Source: an optimization exercise on an open RTL-to-GDS flow (aim: small area and a short achievable clock period). Production flows keep margins and buffers that such runs may drop. RTL that was checked went through simulation tests only; none was proved equivalent to the original. No activity file was given, so power comes from the tool's default toggle rates.

==> flow/design.v <==
package soccer_pkg;
    typedef logic [23:0] rgb_t;
    typedef enum logic [1:0] {
        MATCH_KICKOFF = 2'd0,
        MATCH_PLAY    = 2'd1,
        MATCH_GOAL    = 2'd2
    } match_state_t;
    localparam int COORD_W = 12;
    localparam rgb_t SKY_BG     = 24'h070A12;
    localparam rgb_t GRASS_A    = 24'h0A5C1F;
    localparam rgb_t GRASS_B    = 24'h0D6A26;
    localparam rgb_t LINE_WHITE = 24'hF5F7FF;
    localparam rgb_t BALL_WHITE = 24'hF7F7F7;
    localparam rgb_t SCORE_BG   = 24'h0E1016;
    localparam rgb_t SCORE_FG   = 24'hECEFF4;
    localparam int PITCH_MARGIN = 16;
    localparam int BALL_R       = 4;
    localparam int GOAL_HALF    = 12;
    localparam int STRIPE_SHIFT = 3;
    localparam int DIGIT_SCALE  = 2;
    localparam int SB_LEFT      = 8;
    localparam int SB_GAP       = 3;
    localparam int SERVE_SPEED    = 2;
    localparam int KICKOFF_FRAMES = 4;
    localparam int GOAL_FRAMES    = 8;
endpackage
`timescale 1ns/1ps
module soccer_overlay #(
    parameter int H_ACTIVE = 1920,
    parameter int V_ACTIVE = 1080
) (
    input  logic             clk_i,
    input  logic             rst_i,
    input  logic             cen_i,
    input  logic             vid_sel_i,
    input  soccer_pkg::rgb_t vid_rgb_i,
    input  logic [1:0]       vh_blank_i,
    input  logic [2:0]       dvh_sync_i,
    output logic [2:0]       dvh_sync_o,
    output soccer_pkg::rgb_t vid_rgb_o
);
    localparam logic [2:0] C_SKY   = 3'd0;
    localparam logic [2:0] C_GRA   = 3'd1;
    localparam logic [2:0] C_GRB   = 3'd2;
    localparam logic [2:0] C_LINE  = 3'd3;
    localparam logic [2:0] C_BALL  = 3'd4;
    localparam logic [2:0] C_SBG   = 3'd5;
    localparam logic [2:0] C_SFG   = 3'd6;
    logic        de_i;
    logic        de_q;
    logic [10:0] nx_q;
    logic [10:0] py_q;
    logic        tick_q;
    logic        fall_q;
    logic        row0;
    assign de_i = dvh_sync_i[2];
    assign row0 = fall_q ? (py_q == 11'd1079) : (py_q == 11'd0);
    always_ff @(posedge clk_i) begin
        if (rst_i) begin
            de_q   <= 1'b0;
            tick_q <= 1'b0;
            fall_q <= 1'b0;
            nx_q   <= 11'd1;
            py_q <= '0;
        end else begin
            tick_q <= cen_i & de_i & ~de_q & row0;
            fall_q <= cen_i & ~de_i & de_q;
            if (fall_q) begin
                py_q <= (py_q == 11'd1079) ? 11'd0 : py_q + 1'b1;
            end
            if (cen_i) begin
            de_q <= de_i;
            if (!de_i) begin
                nx_q <= 11'd1;
            end else if (nx_q[10:7] != 4'b1111) begin
                nx_q <= nx_q + 1'b1;
            end
            end
        end
    end
    logic [3:0] ph_q;
    logic       odd_q;
    logic [3:0] half_q;
    logic [9:0] bc_q;
    logic [9:0] bc_next;
    logic       goal;
    assign bc_next = odd_q ? bc_q - 1'b1 : bc_q + 1'b1;
    assign goal    = odd_q ? (bc_q == 10'd8) : (bc_q == 10'd946);
    always_ff @(posedge clk_i) begin
        if (rst_i) begin
            ph_q   <= '0;
            odd_q  <= 1'b0;
            half_q <= '0;
            bc_q   <= 10'd477;
        end else if (tick_q) begin
            if (ph_q == 4'd4) begin
                bc_q <= bc_next;
                if (goal) begin
                    ph_q  <= 4'd8;
                    odd_q <= ~odd_q;
                    if (odd_q && half_q != 4'd9) begin
                        half_q <= half_q + 1'b1;
                    end
                end
            end else begin
                ph_q <= ph_q + 1'b1;
                if (ph_q == 4'd3) begin
                    bc_q <= bc_next;
                end
                if (ph_q == 4'd15) begin
                    bc_q <= 10'd477;
                end
            end
        end
    end
    function automatic logic [14:0] glyph(input logic [3:0] d);
        case (d)
            4'd0:    glyph = 15'b111_101_101_101_111;
            4'd1:    glyph = 15'b010_110_010_010_111;
            4'd2:    glyph = 15'b111_001_111_100_111;
            4'd3:    glyph = 15'b111_001_111_001_111;
            4'd4:    glyph = 15'b101_101_111_001_001;
            4'd5:    glyph = 15'b111_100_111_001_111;
            4'd6:    glyph = 15'b111_100_111_101_111;
            4'd7:    glyph = 15'b111_001_001_001_001;
            4'd8:    glyph = 15'b111_101_111_101_111;
            4'd9:    glyph = 15'b111_101_111_001_111;
            default: glyph = 15'b000_000_000_000_000;
        endcase
    endfunction
    logic [10:0] x;
    logic [10:0] y;
    logic        x_lo;
    logic        in_pitch;
    logic        on_line;
    logic        in_board;
    logic        ball_row;
    logic [2:0]  ball_r;
    logic        on_ball;
    logic [2:0]  dk;
    logic        dig_a_x;
    logic        dig_b_x;
    logic        dig_y;
    logic [1:0]  gcol;
    logic [2:0]  grow_bits;
    logic        gpix;
    logic [3:0]  digit;
    logic [14:0] gbits;
    logic        lit;
    logic [2:0]  scene;
    always_comb begin
        x = nx_q;
        y = py_q;
        x_lo     = (x[10:6] == 5'd0);
        in_pitch = (x >= 11'd16) && (x <= 11'd1903) && (y >= 11'd16) && (y <= 11'd1063);
        on_line  = (x <= 11'd17) || (x >= 11'd1902) || (y <= 11'd17) || (y >= 11'd1062) ||
                   (x == 11'd959) || (x == 11'd960);
        in_board = x_lo && (x[5:0] >= 6'd8) && (x[5:0] <= 6'd33) &&
                   (y >= 11'd1067) && (y <= 11'd1078);
        ball_row = (y >= 11'd536) && (y <= 11'd544);
        case (y[3:0])
            4'd12:   ball_r = 3'd4;    
            4'd10,
            4'd11,
            4'd13,
            4'd14:   ball_r = 3'd3;
            4'd9,
            4'd15:   ball_r = 3'd2;
            default: ball_r = 3'd0;    
        endcase
        dk = 3'(x[3:1] - bc_q[2:0] - 3'd1);
        case (ball_r)
            3'd4:    on_ball = (dk <= 3'd3) || (dk == 3'd4 && !x[0]);
            3'd3:    on_ball = (dk <= 3'd3) && !(dk == 3'd0 && !x[0]);
            3'd2:    on_ball = (dk >= 3'd1) && (dk <= 3'd3) && !(dk == 3'd3 && x[0]);
            default: on_ball = (dk == 3'd2) && !x[0];
        endcase
        on_ball = on_ball && ball_row && win_q;
        dig_y   = (y >= 11'd1068) && (y <= 11'd1077);
        dig_a_x = x_lo && (x[5:0] >= 6'd12) && (x[5:0] <= 6'd17);
        dig_b_x = x_lo && (x[5:0] >= 6'd24) && (x[5:0] <= 6'd29);
        gcol    = dig_a_x ? 2'(x[2:1] + 2'd2) : x[2:1];
        digit   = (dig_a_x && odd_q && half_q != 4'd9) ? half_q + 1'b1 : half_q;
        gbits   = glyph(digit);
        case (y[4:1])
            4'd6:    grow_bits = gbits[14:12];
            4'd7:    grow_bits = gbits[11:9];
            4'd8:    grow_bits = gbits[8:6];
            4'd9:    grow_bits = gbits[5:3];
            default: grow_bits = gbits[2:0];
        endcase
        case (gcol)
            2'd0:    gpix = grow_bits[2];
            2'd1:    gpix = grow_bits[1];
            default: gpix = grow_bits[0];
        endcase
        lit     = (dig_a_x || dig_b_x) && dig_y && gpix;
        scene = C_SKY;
        if (in_pitch) begin
            scene = x[3] ? C_GRB : C_GRA;
            if (on_line) begin
                scene = C_LINE;
            end
        end
        if (on_ball) begin
            scene = C_BALL;
        end
        if (in_board) begin
            scene = lit ? C_SFG : C_SBG;
        end
    end
    logic win_q;
    always_ff @(posedge clk_i) begin
        if (cen_i) begin
            if (!de_i) begin
                win_q <= 1'b0;
            end else if (win_q) begin
                win_q <= (dk != 3'd5);
            end else begin
                win_q <= (nx_q == {bc_q, 1'b1});
            end
        end
    end
    logic [2:0] code_q;
    always_ff @(posedge clk_i) begin
        if (rst_i) begin
            code_q <= C_SKY;
        end else if (cen_i) begin
            code_q <= de_i ? scene : C_SKY;
        end
    end
    soccer_pkg::rgb_t colour;
    always_comb begin
        case (code_q)
            C_GRA:   colour = soccer_pkg::GRASS_A;
            C_GRB:   colour = soccer_pkg::GRASS_B;
            C_LINE:  colour = soccer_pkg::LINE_WHITE;
            C_BALL:  colour = soccer_pkg::BALL_WHITE;
            C_SBG:   colour = soccer_pkg::SCORE_BG;
            C_SFG:   colour = soccer_pkg::SCORE_FG;
            default: colour = soccer_pkg::SKY_BG;
        endcase
    end
    always_ff @(posedge clk_i) begin
        if (rst_i) begin
            vid_rgb_o  <= soccer_pkg::SKY_BG;
            dvh_sync_o <= 3'b000;
        end else if (cen_i) begin
            vid_rgb_o  <= (vid_sel_i && de_i) ? colour : vid_rgb_i;
            dvh_sync_o <= dvh_sync_i;
        end
    end
endmodule
clock: 13.0 ns
lec_check: 0
cap_margin: 20
core_margin: 2
core_utilization: 65
cts_buf_list: sky130_fd_sc_hd__clkbuf_8
slew_margin: 20
standard.sh (not shown) runs the stock make flow with config.mk's settings and CLKGATE_MAP_FILE= SYNTH_SCRIPT=/design/flow/synth_recipe.tcl, a recipe that flattens the netlist after the stock synthesis.
==> flow/flow/run.sh <==
#!/bin/bash
# The standard synthesis and layout, with three changes to how the layout
# is made: after the floorplan, OpenROAD's restructure re-maps the
# combinational logic for area (registers untouched); the ports get plain
# buffers instead of delay cells; and timing repair aims for 9.3 ns of
# setup slack. Each tool's output goes to a log file here.
set -euo pipefail
export BUFFER_PORTS_ARGS="-buffer_cell sky130_fd_sc_hd__buf_2"
export SETUP_SLACK_MARGIN=9.3
bash standard.sh synth > synth.log 2>&1
bash standard.sh floorplan > floorplan.log 2>&1
python3 flow/libfilter.py $FLOW_HOME/platforms/sky130hd/lib/sky130_fd_sc_hd__tt_025C_1v80.lib \
  rmp_cells.lib 'sky130_fd_sc_hd__lpflow_*' 'sky130_fd_sc_hd__probe*' > libfilter.log 2>&1
openroad -no_init -exit flow/restructure.tcl > restructure.log 2>&1
bash standard.sh > layout.log 2>&1
==> flow/flow/libfilter.py <==
#!/usr/bin/env python3
"""Copy a liberty file without the cells whose names match the given patterns
(the platform's don't-use cells), so that restructure's ABC cannot pick them."""
import fnmatch
import re
import sys

src, dst, pats = sys.argv[1], sys.argv[2], sys.argv[3:]
text = open(src).read()
out = []
pos = 0
for m in re.finditer(r'\n\s*cell\s*\(\s*"?([\w]+)"?\s*\)\s*\{', text):
    if m.start() < pos:
        continue
    name = m.group(1)
    if not any(fnmatch.fnmatch(name, p) for p in pats):
        continue
    # find the matching closing brace of this cell group
    depth = 0
    i = m.end() - 1
    while True:
        c = text[i]
        if c == '{':
            depth += 1
        elif c == '}':
            depth -= 1
            if depth == 0:
                break
        i += 1
    out.append(text[pos:m.start()])
    pos = i + 1
out.append(text[pos:])
open(dst, 'w').write(''.join(out))
==> flow/flow/restructure.tcl <==
# Re-map the floorplan's combinational logic for area with OpenROAD's
# restructure (ABC), then write the floorplan back for placement. ABC maps
# to rmp_cells.lib, the platform library without its don't-use cells.
set res orfs/results/sky130hd/soccer_overlay/base
read_liberty $::env(FLOW_HOME)/platforms/sky130hd/lib/sky130_fd_sc_hd__tt_025C_1v80.lib
read_db $res/2_floorplan.odb
read_sdc $res/2_floorplan.sdc
source $::env(FLOW_HOME)/platforms/sky130hd/setRC.tcl
report_design_area
file mkdir rmp
restructure -target area -liberty_file rmp_cells.lib \
  -tielo_port sky130_fd_sc_hd__conb_1/LO -tiehi_port sky130_fd_sc_hd__conb_1/HI \
  -work_dir rmp -abc_logfile rmp/abc.log
report_design_area
write_db $res/2_floorplan.odb
Rerun with:
--- a/flow/design.v
+++ b/flow/design.v
@@ -137,7 +137,6 @@
     logic        ball_row;
     logic [2:0]  ball_r;
     logic        on_ball;
-    logic [2:0]  dk;
     logic        dig_a_x;
     logic        dig_b_x;
     logic        dig_y;
@@ -168,14 +167,13 @@
             4'd15:   ball_r = 3'd2;
             default: ball_r = 3'd0;    
         endcase
-        dk = 3'(x[3:1] - bc_q[2:0] - 3'd1);
         case (ball_r)
-            3'd4:    on_ball = (dk <= 3'd3) || (dk == 3'd4 && !x[0]);
-            3'd3:    on_ball = (dk <= 3'd3) && !(dk == 3'd0 && !x[0]);
-            3'd2:    on_ball = (dk >= 3'd1) && (dk <= 3'd3) && !(dk == 3'd3 && x[0]);
-            default: on_ball = (dk == 3'd2) && !x[0];
-        endcase
-        on_ball = on_ball && ball_row && win_q;
+            3'd4:    on_ball = (wq_q != 4'd0);
+            3'd3:    on_ball = (wq_q >= 4'd2) && (wq_q <= 4'd8);
+            3'd2:    on_ball = (wq_q >= 4'd3) && (wq_q <= 4'd7);
+            default: on_ball = (wq_q == 4'd5);
+        endcase
+        on_ball = on_ball && ball_row;
         dig_y   = (y >= 11'd1068) && (y <= 11'd1077);
         dig_a_x = x_lo && (x[5:0] >= 6'd12) && (x[5:0] <= 6'd17);
         dig_b_x = x_lo && (x[5:0] >= 6'd24) && (x[5:0] <= 6'd29);
@@ -209,15 +207,17 @@
             scene = lit ? C_SFG : C_SBG;
         end
     end
-    logic win_q;
-    always_ff @(posedge clk_i) begin
-        if (cen_i) begin
+    logic [3:0] wq_q;
+    always_ff @(posedge clk_i) begin
+        if (rst_i) begin
+            wq_q <= '0;
+        end else if (cen_i) begin
             if (!de_i) begin
-                win_q <= 1'b0;
-            end else if (win_q) begin
-                win_q <= (dk != 3'd5);
-            end else begin
-                win_q <= (nx_q == {bc_q, 1'b1});
+                wq_q <= '0;
+            end else if (wq_q != 4'd0) begin
+                wq_q <= (wq_q == 4'd9) ? 4'd0 : wq_q + 1'b1;
+            end else if (nx_q == {bc_q, 1'b1}) begin
+                wq_q <= 4'd1;
             end
         end
     end
=>
- The changed run finished clean
- wire length rises by 4.5%
- combinational power came out higher by about 4%
- critical path depth grows by 3
- count of clock-buffer cells in the layout shrinks by 1
- clock power went down by about 8%
- via count climbs by 3.6%
- setup slack gets better by 480 ps
- cell count stays flat
- total power fell by 1.3%
- register-to-register slack is better by 370 ps
- design area increases by 4.4%
- fmax rises by 13%
- synthesized area grows by 0.93%
- synthesized cell count rose by 1.0%
For the first run of this note, only the layout was checked, not whether the RTL still works.

==> separate check: timing with driven ports <==
In the flow no input, the clock included, has a driving cell. The finished layouts below were timed again as built, in two steps.
Step 1 assumes that a clkbuf_16 drives the clock port and a buf_2 every other input.
Step 2 also shifts input and output timing later by t, the mid clock arrival at the registers, as if the neighbouring blocks saw the same clock.
Slacks: ideal ports / drivers / drivers and shift; pairs: ideal ports / drivers.
run	shift t [ns]	setup WS [ns]	clock arrival spread, ns
the first run	0.372	8.915 / 8.811 / 8.439	0.009 / 0.009
the second run	0.388	9.392 / 9.286 / 8.898	0.017 / 0.016
After both steps every run listed still meets setup and hold. The setup slack of the second run, which loses most, moves by -0.106 ns with the drivers and by -0.494 ns with both steps.
